Background: an optimization exercise with open tools, aiming at a short achievable clock period and few clock cycles. Do not read the settings as production practice. Function was checked by simulation only, so behaviour that the tests miss may differ from the original. The flow treats the clock pin as an ideal source, which a real chip does not have. Power and IR drop assume default switching activity.

### design/flow/config.mk
export PLATFORM = sky130hd
export DESIGN_NAME = rv_pipe_top
export DESIGN_NICKNAME = rv_pipe_top
export VERILOG_FILES = /design/flow/design.v
export SDC_FILE = /design/flow/constraint.sdc
export NUM_CORES = 4
export LEC_CHECK = 0
export ABC_CLOCK_PERIOD_IN_PS = 2000
export CAP_MARGIN = 20
export CORE_MARGIN = 2
export CORE_UTILIZATION = 45
export GPL_TIMING_DRIVEN = 1
export PLACE_DENSITY = 0.65
export SETUP_SLACK_MARGIN = 5
export SLEW_MARGIN = 20
### design/flow/constraint.sdc
create_clock -name core_clock -period 7.0 [get_ports {clk_i}]
set_input_delay 1.4000 -clock core_clock [delete_from_list [all_inputs] [get_ports {clk_i}]]
set_output_delay 1.4000 -clock core_clock [all_outputs]
set_load 0.01 [all_outputs]
### design/flow/design.v
`timescale 1ns/1ps
module rv_pipe_top (
    input  logic        clk_i,
    input  logic        rstn_i,
    input  logic        instr_req_i,
    input  logic [31:0] instr_i,
    output logic        instr_ack_o,
    output logic        commit_req_o,
    output logic [4:0]  commit_rd_o,
    output logic [31:0] commit_data_o,
    input  logic        commit_ack_i
);
    localparam int QD = 4;
    function automatic logic [31:0] rev32(input logic [31:0] x);
        for (int i = 0; i < 32; i++) rev32[i] = x[31-i];
    endfunction
    logic rst_q;
    logic        v1_q, v2_q;
    logic [4:0]  rd1_q, rd2_q;
    logic        w1_q, w2_q;      
    always_ff @(posedge clk_i) begin
        rst_q <= !rstn_i;
    end
    logic        ack_q;
    logic        ackn_q;      
    logic        v0_q;
    logic [31:0] ir_q;
    logic [31:0] oh1_q;
    logic [31:0] oh2_q;
    logic        ready_q;
    logic        accept;
    logic        ca_q, cb_q, pa_q, pb_q;
    logic        rfa_q, rfb_q, inv0_q, imm0_q;
    logic        ca_n, cb_n, pa_n, pb_n, imm_n, inv_n;
    assign accept = instr_req_i && ackn_q && ready_q;
    always_ff @(posedge clk_i) begin
        if (!rstn_i) begin
            ack_q  <= 1'b0;
            ackn_q <= 1'b1;
            v0_q  <= 1'b0;
        end else begin
            ack_q  <= instr_req_i && (!ackn_q || ready_q);
            ackn_q <= !(instr_req_i && (!ackn_q || ready_q));
            v0_q  <= accept;
        end
    end
    assign ca_n  = w1_q && (rd1_q == instr_i[19:15]);
    assign cb_n  = w1_q && (rd1_q == instr_i[24:20]);
    assign pa_n  = w2_q && (rd2_q == instr_i[19:15]);
    assign pb_n  = w2_q && (rd2_q == instr_i[24:20]);
    assign imm_n = (instr_i[6:0] == 7'b0010011) || (instr_i[6:0] == 7'b0110111);
    assign inv_n = (instr_i[6:0] == 7'b0110011) && (instr_i[31:25] == 7'b0100000) &&
                   (instr_i[14:12] == 3'b000) ||
                   (instr_i[6:0] == 7'b0110011) && (instr_i[31:25] == 7'b0000000) &&
                   (instr_i[14:12] == 3'b010);
    always_ff @(posedge clk_i) begin
        ir_q  <= instr_i;
        oh1_q <= 32'd1 << instr_i[19:15];
        oh2_q <= 32'd1 << instr_i[24:20];
        ca_q   <= ca_n;
        cb_q   <= cb_n && !imm_n;
        pa_q   <= pa_n && !ca_n;
        pb_q   <= pb_n && !cb_n && !imm_n;
        rfa_q  <= !ca_n && !pa_n;
        rfb_q  <= !cb_n && !pb_n && !imm_n;
        imm0_q <= imm_n;
        inv0_q <= inv_n;
    end
    logic [6:0]  opc;
    logic [2:0]  f3;
    logic [6:0]  f7;
    logic        is_lui, is_opi, is_op, f7z, f7a, lgc;
    logic        d_add, d_sub, d_sll, d_slt, d_xor, d_srl, d_sra, d_or, d_and;
    logic        d_valid, d_use_imm, d_we, d_inv;
    logic [4:0]  d_rd, d_rs1, d_rs2;
    logic [31:0] d_imm;
    assign opc    = ir_q[6:0];
    assign f3     = ir_q[14:12];
    assign f7     = ir_q[31:25];
    assign d_rd   = ir_q[11:7];
    assign d_rs1  = ir_q[19:15];
    assign d_rs2  = ir_q[24:20];
    assign is_lui = (opc == 7'b0110111);
    assign is_opi = (opc == 7'b0010011);
    assign is_op  = (opc == 7'b0110011);
    assign f7z    = (f7 == 7'b0000000);
    assign f7a    = (f7 == 7'b0100000);
    assign lgc    = is_opi || (is_op && f7z);
    assign d_add  = lgc && (f3 == 3'b000);
    assign d_sub  = is_op && f7a && (f3 == 3'b000);
    assign d_sll  = is_op && f7z && (f3 == 3'b001);
    assign d_slt  = is_op && f7z && (f3 == 3'b010);
    assign d_xor  = lgc && (f3 == 3'b100);
    assign d_srl  = is_op && f7z && (f3 == 3'b101);
    assign d_sra  = is_op && f7a && (f3 == 3'b101);
    assign d_or   = lgc && (f3 == 3'b110);
    assign d_and  = lgc && (f3 == 3'b111);
    assign d_valid   = is_lui || d_add || d_sub || d_sll || d_slt || d_xor ||
                       d_srl || d_sra || d_or || d_and;
    assign d_use_imm = is_lui || is_opi;
    assign d_we      = (d_rd != 5'd0);
    assign d_inv     = d_sub || d_slt;
    assign d_imm     = is_lui ? {ir_q[31:12], 12'b0} : {{20{ir_q[31]}}, ir_q[31:20]};
    logic [31:0] regs_q [1:31];
    logic [31:0] rf1, rf2;
    logic [31:1] weoh_q;
    logic [31:0] res_q;
    always_comb begin
        rf1 = 32'd0;
        rf2 = 32'd0;
        for (int i = 1; i < 32; i++) begin
            rf1 = rf1 | (regs_q[i] & {32{oh1_q[i]}});
            rf2 = rf2 | (regs_q[i] & {32{oh2_q[i]}});
        end
    end
    always_ff @(posedge clk_i) begin
        for (int i = 1; i < 32; i++) begin
            if (rst_q)          regs_q[i] <= 32'd0;
            else if (weoh_q[i]) regs_q[i] <= res_q;
        end
    end
    logic [31:0] result;
    logic [31:0] src_a, src_b;
    assign src_a = ({32{rfa_q}} & rf1) | ({32{ca_q}} & result) | ({32{pa_q}} & res_q);
    assign src_b = ({32{rfb_q}} & (rf2 ^ {32{inv0_q}})) |
                   ({32{cb_q}} & (result ^ {32{inv0_q}})) |
                   ({32{pb_q}} & (res_q ^ {32{inv0_q}})) |
                   ({32{imm0_q}} & d_imm);
    logic [31:0] a1_q, b1_q;
    logic        inv1_q;
    logic        add1_q, sub1_q, sll1_q, slt1_q, xor1_q, srl1_q, sra1_q, or1_q, and1_q, lui1_q;
    always_ff @(posedge clk_i) begin
        if (!rstn_i) begin
            v1_q <= 1'b0;
            w1_q <= 1'b0;
        end else begin
            v1_q <= v0_q && d_valid;
            w1_q <= v0_q && d_valid && d_we;
        end
    end
    always_ff @(posedge clk_i) begin
        a1_q   <= src_a;
        b1_q   <= src_b;
        inv1_q <= d_inv;
        add1_q <= d_add;
        sub1_q <= d_sub;
        sll1_q <= d_sll;
        slt1_q <= d_slt;
        xor1_q <= d_xor;
        srl1_q <= d_srl;
        sra1_q <= d_sra;
        or1_q  <= d_or;
        and1_q <= d_and;
        lui1_q <= is_lui;
        rd1_q  <= d_rd;
    end
    logic [31:0] a, bx, shr, shl;
    logic        inv, fill;
    logic [31:0] p, g, gp, pp, c0, c1;
    logic [31:0] lres;
    logic [3:0]  gb, pb;
    assign a    = a1_q;
    assign inv  = inv1_q;
    assign bx   = b1_q;
    assign p = a ^ bx;
    assign g = a & bx;
    always_comb begin
        gp = g;
        pp = p;
        for (int k = 0; k < 3; k++) begin
            for (int i = 0; i < 32; i++) begin
                if (((i % 8) >> k) & 1) begin
                    gp[i] = gp[i] | (pp[i] & gp[((i >> k) << k) - 1]);
                    pp[i] = pp[i] & pp[((i >> k) << k) - 1];
                end
            end
        end
        for (int i = 0; i < 32; i++) begin
            if (i % 8 == 0) begin
                c0[i] = 1'b0;
                c1[i] = 1'b1;
            end else begin
                c0[i] = gp[i-1];
                c1[i] = gp[i-1] | pp[i-1];
            end
        end
        for (int j = 0; j < 4; j++) begin
            gb[j] = gp[8*j+7];
            pb[j] = pp[8*j+7];
        end
    end
    assign fill = sra1_q && a[31];
    assign shr  = 32'($signed({fill, a}) >>> b1_q[4:0]);
    assign shl  = a << b1_q[4:0];
    assign lres = ({32{and1_q}} & (a & b1_q)) | ({32{or1_q}} & (a | b1_q)) |
                  ({32{xor1_q}} & (a ^ b1_q)) | ({32{lui1_q}} & b1_q) |
                  ({32{srl1_q || sra1_q}} & shr) | ({32{sll1_q}} & shl);
    logic [31:0] s02_q, s12_q;
    logic [3:0]  gb2_q, pb2_q;
    logic        inv2_q, a31_2_q, b31_2_q;
    logic [31:0] lres2_q;
    logic        sum2_q, slt2_q;
    always_ff @(posedge clk_i) begin
        if (!rstn_i) begin
            v2_q <= 1'b0;
            w2_q <= 1'b0;
        end else begin
            v2_q <= v1_q;
            w2_q <= w1_q;
        end
    end
    always_ff @(posedge clk_i) begin
        s02_q   <= p ^ c0;
        s12_q   <= p ^ c1;
        gb2_q   <= gb;
        pb2_q   <= pb;
        inv2_q  <= inv;
        a31_2_q <= a[31];
        b31_2_q <= bx[31] ^ inv;
        lres2_q <= lres;
        sum2_q  <= add1_q || sub1_q;
        slt2_q  <= slt1_q;
        rd2_q   <= rd1_q;
    end
    logic [31:0] sum;
    logic [4:0]  cy;
    logic        lt;
    always_comb begin
        cy[0] = inv2_q;
        for (int j = 0; j < 4; j++) begin
            cy[j+1]       = gb2_q[j] | (pb2_q[j] & cy[j]);
            sum[8*j +: 8] = cy[j] ? s12_q[8*j +: 8] : s02_q[8*j +: 8];
        end
    end
    assign lt  = (a31_2_q ^ b31_2_q) ? a31_2_q : sum[31];
    assign result = ({32{sum2_q}} & sum) | {31'd0, slt2_q && lt} | lres2_q;
    logic       push_q;
    logic [4:0] prd_q;
    always_ff @(posedge clk_i) begin
        if (v2_q) res_q <= result;
        prd_q <= rd2_q;
    end
    always_ff @(posedge clk_i) begin
        if (!rstn_i) begin
            push_q  <= 1'b0;
            weoh_q  <= '0;
        end else begin
            push_q  <= v2_q;
            for (int i = 1; i < 32; i++) weoh_q[i] <= w2_q && (rd2_q == 5'(i));
        end
    end
    logic [31:0] qd_q [QD];
    logic [4:0]  qr_q [QD];
    logic [1:0]  wp_q, rp_q;
    logic [2:0]  cnt_q, cnt_n;
    logic [2:0]  occ_q, occ_n;
    logic        creq_q;
    logic        creqn_q;     
    logic [4:0]  crd_q;
    logic [31:0] cdata_q;
    logic        pop;
    assign pop = !creqn_q && commit_ack_i;
    assign cnt_n = cnt_q + {2'd0, push_q};
    logic        bad1_q;
    assign occ_n = occ_q + {2'd0, v0_q} - {2'd0, bad1_q};
    always_ff @(posedge clk_i) begin
        if (push_q) begin
            qd_q[wp_q] <= res_q;
            qr_q[wp_q] <= prd_q;
        end
        crd_q   <= qr_q[rp_q];
        cdata_q <= qd_q[rp_q];
    end
    always_ff @(posedge clk_i) begin
        if (!rstn_i) begin
            wp_q    <= 2'd0;
            rp_q    <= 2'd0;
            cnt_q   <= 3'd0;
            occ_q   <= 3'd0;
            ready_q <= 1'b0;
            bad1_q  <= 1'b0;
            creq_q  <= 1'b0;
            creqn_q <= 1'b1;
        end else begin
            if (push_q) wp_q <= wp_q + 2'd1;
            if (pop)    rp_q <= rp_q + 2'd1;
            bad1_q  <= v0_q && !d_valid;
            cnt_q   <= pop ? cnt_n - 3'd1 : cnt_n;
            occ_q   <= pop ? occ_n - 3'd1 : occ_n;
            ready_q <= pop ? (occ_n <= 3'(QD)) : (occ_n < 3'(QD));
            if (creqn_q) begin
                creq_q  <= (cnt_q != 3'd0) && !commit_ack_i;
                creqn_q <= !((cnt_q != 3'd0) && !commit_ack_i);
            end else begin
                creq_q  <= !commit_ack_i;
                creqn_q <= commit_ack_i;
            end
        end
    end
    assign instr_ack_o   = ack_q;
    assign commit_req_o  = creq_q;
    assign commit_rd_o   = crd_q;
    assign commit_data_o = cdata_q;
endmodule
### design/flow/flow/run.sh
#!/bin/bash
# Standard ORFS layout (through standard.sh) with two hooks:
#  - clock tree synthesis with sink clusters of up to 22 registers within
#    120 um (low clock slew at the registers); after CTS the H-tree's root
#    buffer is removed and the clock port drives the branch buffers directly,
#    and while it drives more than four of them the two closest are merged
#    (post_cts.tcl): one buffer level less on every register's clock path;
#  - after the timing repair of the global route step, the design rules
#    (max slew, max capacitance) are repaired once more (post_grt.tcl).
# The make output goes to run_flow.log; every tool's own log is kept under
# orfs/logs as in the standard flow.
set -euo pipefail
WORK=$(pwd)
bash standard.sh \
  "CTS_ARGS=-sink_clustering_enable -repair_clock_nets -sink_clustering_size 22 -sink_clustering_max_diameter 120 -balance_levels" \
  "POST_CTS_TCL=$WORK/flow/post_cts.tcl" \
  "POST_GLOBAL_ROUTE_TCL=$WORK/flow/post_grt.tcl" \
  finish > "$WORK/run_flow.log" 2>&1
### design/flow/flow/post_cts.tcl
set block [ord::get_db_block]
foreach root [$block getInsts] {
  if {![string match "clkbuf_0_*" [$root getName]]} { continue }
  set onet [[$root findITerm X] getNet]
  set inet [[$root findITerm A] getNet]
  set loads {}
  foreach it [$onet getITerms] {
    if {[$it getInst] ne $root} { lappend loads $it }
  }
  puts "Removing clock root [$root getName], moving [llength $loads] loads to [$inet getName]"
  foreach it $loads {
    $it disconnect
    $it connect $inet
  }
  odb::dbInst_destroy $root
  odb::dbNet_destroy $onet
}

proc port_bufs {net} {
  set r {}
  foreach it [$net getITerms] { lappend r [$it getInst] }
  return $r
}
proc inst_center {i} {
  set b [$i getBBox]
  return [list [expr {([$b xMin] + [$b xMax]) / 2}] [expr {([$b yMin] + [$b yMax]) / 2}]]
}
set clknet [$block findNet clk_i]
while {[llength [port_bufs $clknet]] > 4} {
  set bufs [port_bufs $clknet]
  set best {}
  set bestd -1
  for {set i 0} {$i < [llength $bufs]} {incr i} {
    for {set j [expr {$i + 1}]} {$j < [llength $bufs]} {incr j} {
      lassign [inst_center [lindex $bufs $i]] xi yi
      lassign [inst_center [lindex $bufs $j]] xj yj
      set d [expr {abs($xi - $xj) + abs($yi - $yj)}]
      if {$bestd < 0 || $d < $bestd} {
        set bestd $d
        set best [list [lindex $bufs $i] [lindex $bufs $j]]
      }
    }
  }
  lassign $best keep gone
  lassign [inst_center $keep] xk yk
  lassign [inst_center $gone] xg yg
  set knet [[$keep findITerm X] getNet]
  set gnet [[$gone findITerm X] getNet]
  set moved 0
  foreach it [$gnet getITerms] {
    if {[$it getInst] eq $gone} { continue }
    $it disconnect
    $it connect $knet
    incr moved
  }
  puts "Merging clock buffer [$gone getName] into [$keep getName] ($moved loads, $bestd dbu apart)"
  odb::dbInst_destroy $gone
  odb::dbNet_destroy $gnet
  set loc [$keep getLocation]
  $keep setLocation [expr {[lindex $loc 0] + ($xg - $xk) / 2}] [expr {[lindex $loc 1] + ($yg - $yk) / 2}]
}
detailed_placement
estimate_parasitics -placement
report_clock_skew
### design/flow/flow/post_grt.tcl
# Timing repair after global routing may leave slew or capacitance
# violations behind (buffer removal); repair the design rules once more on
# global-route parasitics and re-legalise and re-route what changed.
log_cmd estimate_parasitics -global_routing
log_cmd global_route -start_incremental
log_cmd repair_design -slew_margin 30 -cap_margin 30 -verbose
log_cmd detailed_placement
log_cmd global_route -end_incremental
log_cmd estimate_parasitics -global_routing
report_check_types -max_slew -max_capacitance -violators
### design/flow/standard.sh
#!/bin/bash
# synth_recipe.tcl (not shown) runs the flow's synth.tcl, then flattens the netlist and writes it again
# the make line also repeats each setting of config.mk as NAME=value (left out here)
make -C /OpenROAD-flow-scripts/flow DESIGN_CONFIG=/design/flow/config.mk WORK_HOME=/design/flow/orfs CLKGATE_MAP_FILE= SYNTH_SCRIPT=/design/flow/synth_recipe.tcl "${@:-finish}"
==> results of run 1 <==
## sequential cells by signal, indices dropped and copies added, names as in the netlist, 20 cells and up
name     cells
regs_q     992
cdata_q     32
s12_q       32
qd_q       128
weoh_q      31
s02_q       32
ir_q        32
oh2_q       31
res_q       32
a1_q        32
qr_q        20
oh1_q       31
lres2_q     32
b1_q        32
## path summary, 6_finish.rpt
check | startpoint | end | slack (ns) | depth (start not counted)
min | slt1_q$_DFF_P_ | slt2_q$_DFF_P_ | 0.35 | 0
max reg2reg | oh2_q[7]$_SDFF_PP0_ | b1_q[23]$_DFF_P_ | 4.62 | 8
min reg2reg | slt1_q$_DFF_P_ | slt2_q$_DFF_P_ | 0.35 | 0
max | cdata_q[13]$_DFF_P_ | commit_data_o[13] | 4.51 | 1
## layout make-up
cell class	count	area (sq um)	area share
well taps	2058	2570	0.0304
repair inverters	1	8.76	0.000104
inverters	108	444	0.00525
multi-input cells	4585	37100	0.438
clock buffers	101	2010	0.0237
diodes	30	75.1	0.000887
flip-flops and latches	1562	33600	0.397
repair buffers	688	8650	0.102
clock inverters	10	198	0.00234
## cells in the mapped netlist, types with 16 or more instances
master and n:
dfxtp_1 1382, nor2_1 1210, mux2i_1 1079, clkbuf_1 523, a22oi_1 477, a221oi_1 258, a22o_1 231, nand4_1 181
edfxtp_1 180, nand2_1 170, buf_1 135, inv_1 105, mux4_2 88, o21ai_0 82, ha_1 76, xor2_1 68
a222oi_1 64, a21oi_1 62, nor3_1 62, nand3_1 50, xnor2_1 37, a21o_1 35, a221o_1 28, mux2_2 28
o31a_1 24, and3_1 22, o211ai_1 20, buf_2 18, a31oi_1 16, and2_1 16, nor2b_1 16
## power by group through the flow
stage          Combinational [mW]  Clock (mW)  Sequential [mW]
2_1_floorplan               0.218           0             9.28
3_3_place_gp                0.333           0             9.33
3_5_place_dp                0.334           0             9.33
6_report                    0.588        5.17             9.08
## metal layers
metal  global-route usage  vias up  part of all wire
met5               0.0403        -            0.0051
met1                0.497    31962              0.34
met4                0.326       54              0.11
met2                0.562     7081              0.37
li1                     -    25761                 -
met3                0.237     2686              0.18
## layout by cell type (no fill, tap or decap), types with 66 or more instances in the layout
master | netlist | final
mux4_2 | 88 | 99
buf_6 | 1 | 116
buf_12 | 2 | 100
nor2_1 | 1210 | 1184
a22o_1 | 231 | 230
clkbuf_16 | 0 | 80
xor2_1 | 68 | 67
inv_1 | 105 | 91
a22oi_1 | 477 | 434
nand2_1 | 170 | 151
edfxtp_1 | 180 | 180
dfxtp_2 | 0 | 66
a221oi_2 | 1 | 137
mux2i_1 | 1079 | 1062
dfxtp_1 | 1382 | 1202
dfxtp_4 | 0 | 114
buf_4 | 10 | 326
nand4_1 | 181 | 181
a221oi_1 | 258 | 116
## kinds of logic (layout without fill, tap and decap cells)
group                    Yosys count  count (layout)  synth area share
AND/OR/NAND/NOR                 1799            1799             0.110
flip-flops                      1562            1562             0.470
AO/OA/AOI/OAI                   1385            1385             0.156
multiplexers                    1207            1207             0.190
buffers and inverters            797             908            0.0439
XOR/XNOR                         105             105            0.0131
adder cells (fa/ha/maj)           89              89            0.0172
other                              0              30                 0
## metrics by stage
step,hold WS (ns),setup slack (ns)
2_1_floorplan,0.310,4.70
3_3_place_gp,0.322,3.45
3_5_place_dp,0.327,3.47
6_report,0.351,4.51
==> summary.txt, run 1 <==
* Status: no timing/DRC/antenna violations
* Port-buffer cells at 74
* Slowest cell delay on critical path at 0.36 ns
* Antenna Nets Post-Route at 0
* Maximum Capacitance Violations at 0
* Routed len/inst at 38.8 um
* Nets@finish at 7147
* Post-synth top area share at 0.393
* CP arrival at 1.09 ns
* Total power at 14.8 mW
* LEAKAGE at 29.4 nW
* Antenna violations before repair at 32
* Non-filler instance count after layout at 9143
* Worst VDD drop at 0.323 mV
* Placed cell count at 8553
* Critical Path RT at 5.60 ns
* Share of cells above drive strength 1 at 0.217
* Grt ovf at 0
* Crit path max-delay family: flip-flops
* Post-synthesis sequential area ratio at 0.470
* Layout Cell Area excl Fill at 84600 sq um
* Worst Path Max Fanout at 1
* Switching Fraction at 0.242
* Worst slew pin tran at 1.23 ns
* Final Cycle Share at 0.356
* Post-synth ARST share at 0
* Chip Width at 400 um
* CTS tree: yes
* Sequential share of power at 0.612
* Post-synth EDFFs at 180
* CP Buf/Inv Count at 1
* CP Cell Sequence: buf_6
* CTS Sinks at 1562
* Avg Cell Area, Syn at 10.1 sq um
* GRT Resource Usage Total at 0.424
* Crit. End Element: primary output
* Pins Over Slew Limit at 0
* Internal Power at 11.2 mW
* Via density at 7.39
* YS warnings at 2
* CP max stage cell: dfxtp_2
* Die Ht at 400 um
* Vias at 67.5k
* Post-Route WL at 355000 um
* Area leader, netlist: dfxtp_1
* Hold Crit Class: register to register
* Rows at 145
* Relative slew slack at 0.178
* Top-level I/O count at 75
* Detailed placement HPWL at 182000 um
* Initial DRC count at 15.7k
* # setup viols final at 0
* Clk pwr share at 0.349
* Dominant cells by area after synthesis: dfxtp_1 (39%), mux2i_1 (15%), edfxtp_1 (7.7%)
* First-pass GRT wire length at 478000 um
* #FFs+latches synth at 1562
* Cells after synthesis at 6944
* P_sw at 3.59 mW
* Placed Area at 72700 sq um
* Vias in the first global route at 60.7k
* Initial core utilization at 0.452
* Final hold violations at 0
* Crit Path Category: register to primary output
* CTS clk-pin slew, worst paths at 0.10 ns
* Synthesized cell area at 70400 sq um
* Peak Freq at 401 MHz
* Final Util at 0.543
* DRT Pass-1 Iters at 23
* Synth cell types at 77
* Routability congestion estimate at 0.995
* Syn Nets at 7069
* Core footprint at 156000 sq um
* Full die area at 160000 sq um
* Setup Total Neg Slack at 0 ns
* Clk Latency, worst-skew pair at 0.65 ns
* Top_reg_cell synth: dfxtp_1
* Area grow syn2layout at 20.1%
* Cell area power density at 175 nW/um^2
* Largest net degree at the start of global routing at 213
* Layout Skew at 0.0505 ns
* Fillers at 13.2k
* Min cycle time layout at 2.49 ns
* Setup crit start kind: register
* Gate power share at 0.040
* Remaining DRCs at 0
Testbench counts, summed over its fixed seeds: cycles 19,240.
==> run 2: changes to the inputs <==
--- a/design/flow/flow/run.sh
+++ b/design/flow/flow/run.sh
@@ -2,4 +2,4 @@
 # Standard ORFS layout (through standard.sh) with two hooks:
-#  - clock tree synthesis with sink clusters of up to 22 registers within
-#    120 um (low clock slew at the registers); after CTS the H-tree's root
+#  - clock tree synthesis with sink clusters of up to 18 registers within
+#    100 um (low clock slew at the registers); after CTS the H-tree's root
 #    buffer is removed and the clock port drives the branch buffers directly,
@@ -14,3 +14,3 @@
 bash standard.sh \
-  "CTS_ARGS=-sink_clustering_enable -repair_clock_nets -sink_clustering_size 22 -sink_clustering_max_diameter 120 -balance_levels" \
+  "CTS_ARGS=-sink_clustering_enable -repair_clock_nets -sink_clustering_size 18 -sink_clustering_max_diameter 100 -balance_levels" \
   "POST_CTS_TCL=$WORK/flow/post_cts.tcl" \
==> run 2 against run 1 <==
Net effect:
- combinational power up 1%
- highest routed layer unchanged
- clock-buffer cell count is 22 higher
- maximum frequency decreased by 1.6%
- synthesized cell count stayed put
==> summary.txt, run 2 <==
* Status: no timing/DRC/antenna violations
* Detailed placement HPWL at 182000 um (unchanged)
* Clk pwr share at 0.369 (+0.020)
* Reg-to-Reg Start: oh2_q[27]$_SDFF_PN0_
* Largest regs: regs_q: 992 flops, qd_q: 128 flops
* Setup crit start kind: register
* Most common cell after layout, fill and taps aside: dfxtp_1
* Worst slew pin tran at 1.22 ns (-0.00937 ns)
* Hold Crit Depth at 0 (unchanged)
* Worst r2r path cells at 7 (-1)
* Post-synth ARST share at 0 (unchanged)
* Hold Crit Class: register to register
* Relative slew slack at 0.184 (+0.00625)
* Commonest cells post-synth: dfxtp_1 (1382), nor2_1 (1210), mux2i_1 (1079)
* Avg Cell Area, Syn at 10.1 sq um (unchanged)
* Cell area power density at 180 nW/um^2 (+2.5%)
* Post-synth EDFFs at 180 (unchanged)
* Rows at 145 (unchanged)
* Routability congestion estimate at 0.995 (unchanged)
* Total power at 15.3 mW (+3.3%)
* Fillers at 13.1k (-0.70%)
* Sequential share of power at 0.592 (-0.020)
* Worst Path Max Fanout at 7 (+6)
* Most frequent cells in the layout: dfxtp_1 (1202), nor2_1 (1187), mux2i_1 (1060), a22oi_1 (436), buf_4 (339)
* DRT Pass-1 Iters at 22 (-4.3%)
* Vias at 68.4k (+1.2%)
* CP arrival at 3.05 ns (+1.96 ns)
* Top reg by flops: regs_q
* Initial core utilization at 0.452 (unchanged)
* Gate power share at 0.039 (about the same)
* Chip Width at 400 um (unchanged)
* CTS tree: yes
* Grt ovf at 0 (unchanged)
* Post-synthesis sequential area ratio at 0.470 (unchanged)
* #FFs+latches synth at 1562 (unchanged)
* Antenna Nets Post-Route at 0 (unchanged)
* Dominant cells by area after synthesis: dfxtp_1 (39%), mux2i_1 (15%), edfxtp_1 (7.7%)
* Layout Skew at 0.0622 ns (+0.0116 ns)
* Antenna violations before repair at 35 (+9.4%)
* # setup viols final at 0 (unchanged)
* Setup Total Neg Slack at 0 ns (unchanged)
* Maximum Capacitance Violations at 0 (unchanged)
* FF-to-FF End: b1_q[11]$_DFF_P_
* Share of cells above drive strength 1 at 0.217 (+0.000347)
* Full die area at 160000 sq um (unchanged)
* Min cycle time layout at 2.54 ns (+0.0418 ns)
* Crit. End Element: register
* Die Ht at 400 um (unchanged)
* Initial DRC count at 16.1k (+2.7%)
* Cells after synthesis at 6944 (unchanged)
* Switching Fraction at 0.240 (-0.00234)
* Hold Path Origin: slt1_q$_DFF_P_
* Nets@finish at 7185 (+0.53%)
* Worst VDD drop at 0.323 mV (about the same)
* Syn Nets at 7069 (unchanged)
* GRT Resource Usage Total at 0.424 (about the same)
* P_sw at 3.67 mW (+2.3%)
* Synthesized cell area at 70400 sq um (unchanged)
* Area grow syn2layout at 21.2%
* Port-buffer cells at 74 (unchanged)
* Synth cell types at 77 (unchanged)
* Peak Freq at 394 MHz (-1.6%)
* Largest net degree at the start of global routing at 213 (unchanged)
* Pins Over Slew Limit at 0 (unchanged)
* Area leader, netlist: dfxtp_1
* Top_reg_cell synth: dfxtp_1
* Core footprint at 156000 sq um (unchanged)
* Critical Path RT at 7.52 ns (+1.92 ns)
* Top-level I/O count at 75 (unchanged)
* Area taken by flip-flops and latches at 33600 sq um (unchanged)
* Vias in the first global route at 61.0k (+0.42%)
* Top-count cell post-synth: dfxtp_1
* Remaining DRCs at 0 (unchanged)
* Final hold violations at 0 (unchanged)
* Internal Power at 11.7 mW (+3.7%)
* LEAKAGE at 29.7 nW (+1.1%)
* Critical path launch point: oh2_q[27]$_SDFF_PN0_
* Via density at 7.43 (+0.57%)
* CTS Sinks at 1562 (unchanged)
* Max FFs per register at 992 (unchanged)
* Clk Latency, worst-skew pair at 0.68 ns (+0.03 ns)
* Multi-input gate area at 37000 sq um (-0.25%)
* Reg2Reg Setup Slack at 4.46 ns (-0.16 ns)
* Final Cycle Share at 0.362 (+0.00597)
* CTS clk-pin slew, worst paths at 0.09 ns (about the same)
* YS warnings at 2 (unchanged)
* Post-Route WL at 356000 um (+0.23%)
* Hold EP: slt2_q$_DFF_P_
* Post-synth top area share at 0.393 (unchanged)
* Routed len/inst at 38.7 um (-0.40%)
* Crit Path Category: register to register
* First-pass GRT wire length at 479000 um (+0.18%)
[run 2: worst max path at each step]
stage,endpoint,depth (start not counted)
after floorplan,rfb_q$_DFF_P_,5
after global placement,pb_q$_DFF_P_,6
after detailed placement,pb_q$_DFF_P_,6
final,b1_q[11]$_DFF_P_,7
[run 2: logic make-up after synthesis]
| kind of cell | Yosys count | synth area share |
|---|---|---|
| buf+inv | 797 | 0.0439 |
| simple gates | 1799 | 0.110 |
| xor+xnor | 105 | 0.0131 |
| compound gates | 1385 | 0.156 |
| flops | 1562 | 0.470 |
| fa+ha+maj | 89 | 0.0172 |
| mux | 1207 | 0.190 |
[run 2: final cells by class]
| cell class | count | area share |
|---|---|---|
| clock inverter | 10 | 0.00245 |
| sequential | 1562 | 0.394 |
| timing repair buffer | 710 | 0.105 |
| antenna | 44 | 0.00129 |
| timing repair inverter | 1 | 0.000103 |
| multi-input combinational | 4585 | 0.433 |
| clock buffer | 123 | 0.0287 |
| inverter | 108 | 0.00534 |
| tap | 2058 | 0.0302 |
[run 2: routing by layer]
layer	share of wire	vias up	routed length, um	track usage
met3	0.18	2781	63300	0.244
met2	0.37	7251	132000	0.561
met1	0.33	32383	118000	0.493
li1	-	25877	-	-
met4	0.11	65	39500	0.325
met5	0.0062	-	2210	0.0690
[run 2: worst max-delay path, stage by stage, from the launching register on]
cell	delay, ns
dfxtp_4	0.44
buf_4	0.28
a22o_1	0.25
a221oi_4	0.20
nand4_1	0.18
nor3_4	0.50
xnor2_1	0.18
a221o_1	0.35
[run 2: through the flow]
stage / hold slack [ns] / worst slack, ns / std cells / utilization / area, sq um
2_1_floorplan: 0.310 / 4.70 / 6944 / - / 70800
3_3_place_gp: 0.322 / 3.45 / 8553 / 0.467 / 72700
3_5_place_dp: 0.327 / 3.47 / 8553 / 0.467 / 72700
6_report: 0.345 / 4.46 / 9201 / 0.547 / 85300
[run 2: power by group through the flow]
stage	logic, mW	registers (mW)	clock network [mW]
after floorplan	0.218	9.28	0
after global placement	0.333	9.33	0
final	0.595	9.08	5.66
after detailed placement	0.334	9.33	0

afterwards: timing with drivers on the ports:
Ports are ideal in the flow. The routed layouts listed here were re-timed in OpenROAD. Step 1 sets driving cells, clkbuf_16 on the clock port and buf_2 on the other inputs (assumed; they add their load-dependent delay and slew). Step 2 times the ports against the registers' clock, not the clock port: input delays grow and output delays shrink by t, the midpoint of the rising clock arrivals with the driver on. a / b / c = ideal / step 1 / step 2; a / b = the first two.
run	t (ns)	setup WS [ns]	pins driven straight from the clock port
run 1	0.819	4.506 / 4.307 / 4.301	4
run 2	0.834	4.464 / 4.289 / 4.273	4
After both steps every run listed still meets setup and hold. The setup slack of run 1, which loses most, moves by -0.199 ns with the drivers and by -0.205 ns with both steps.
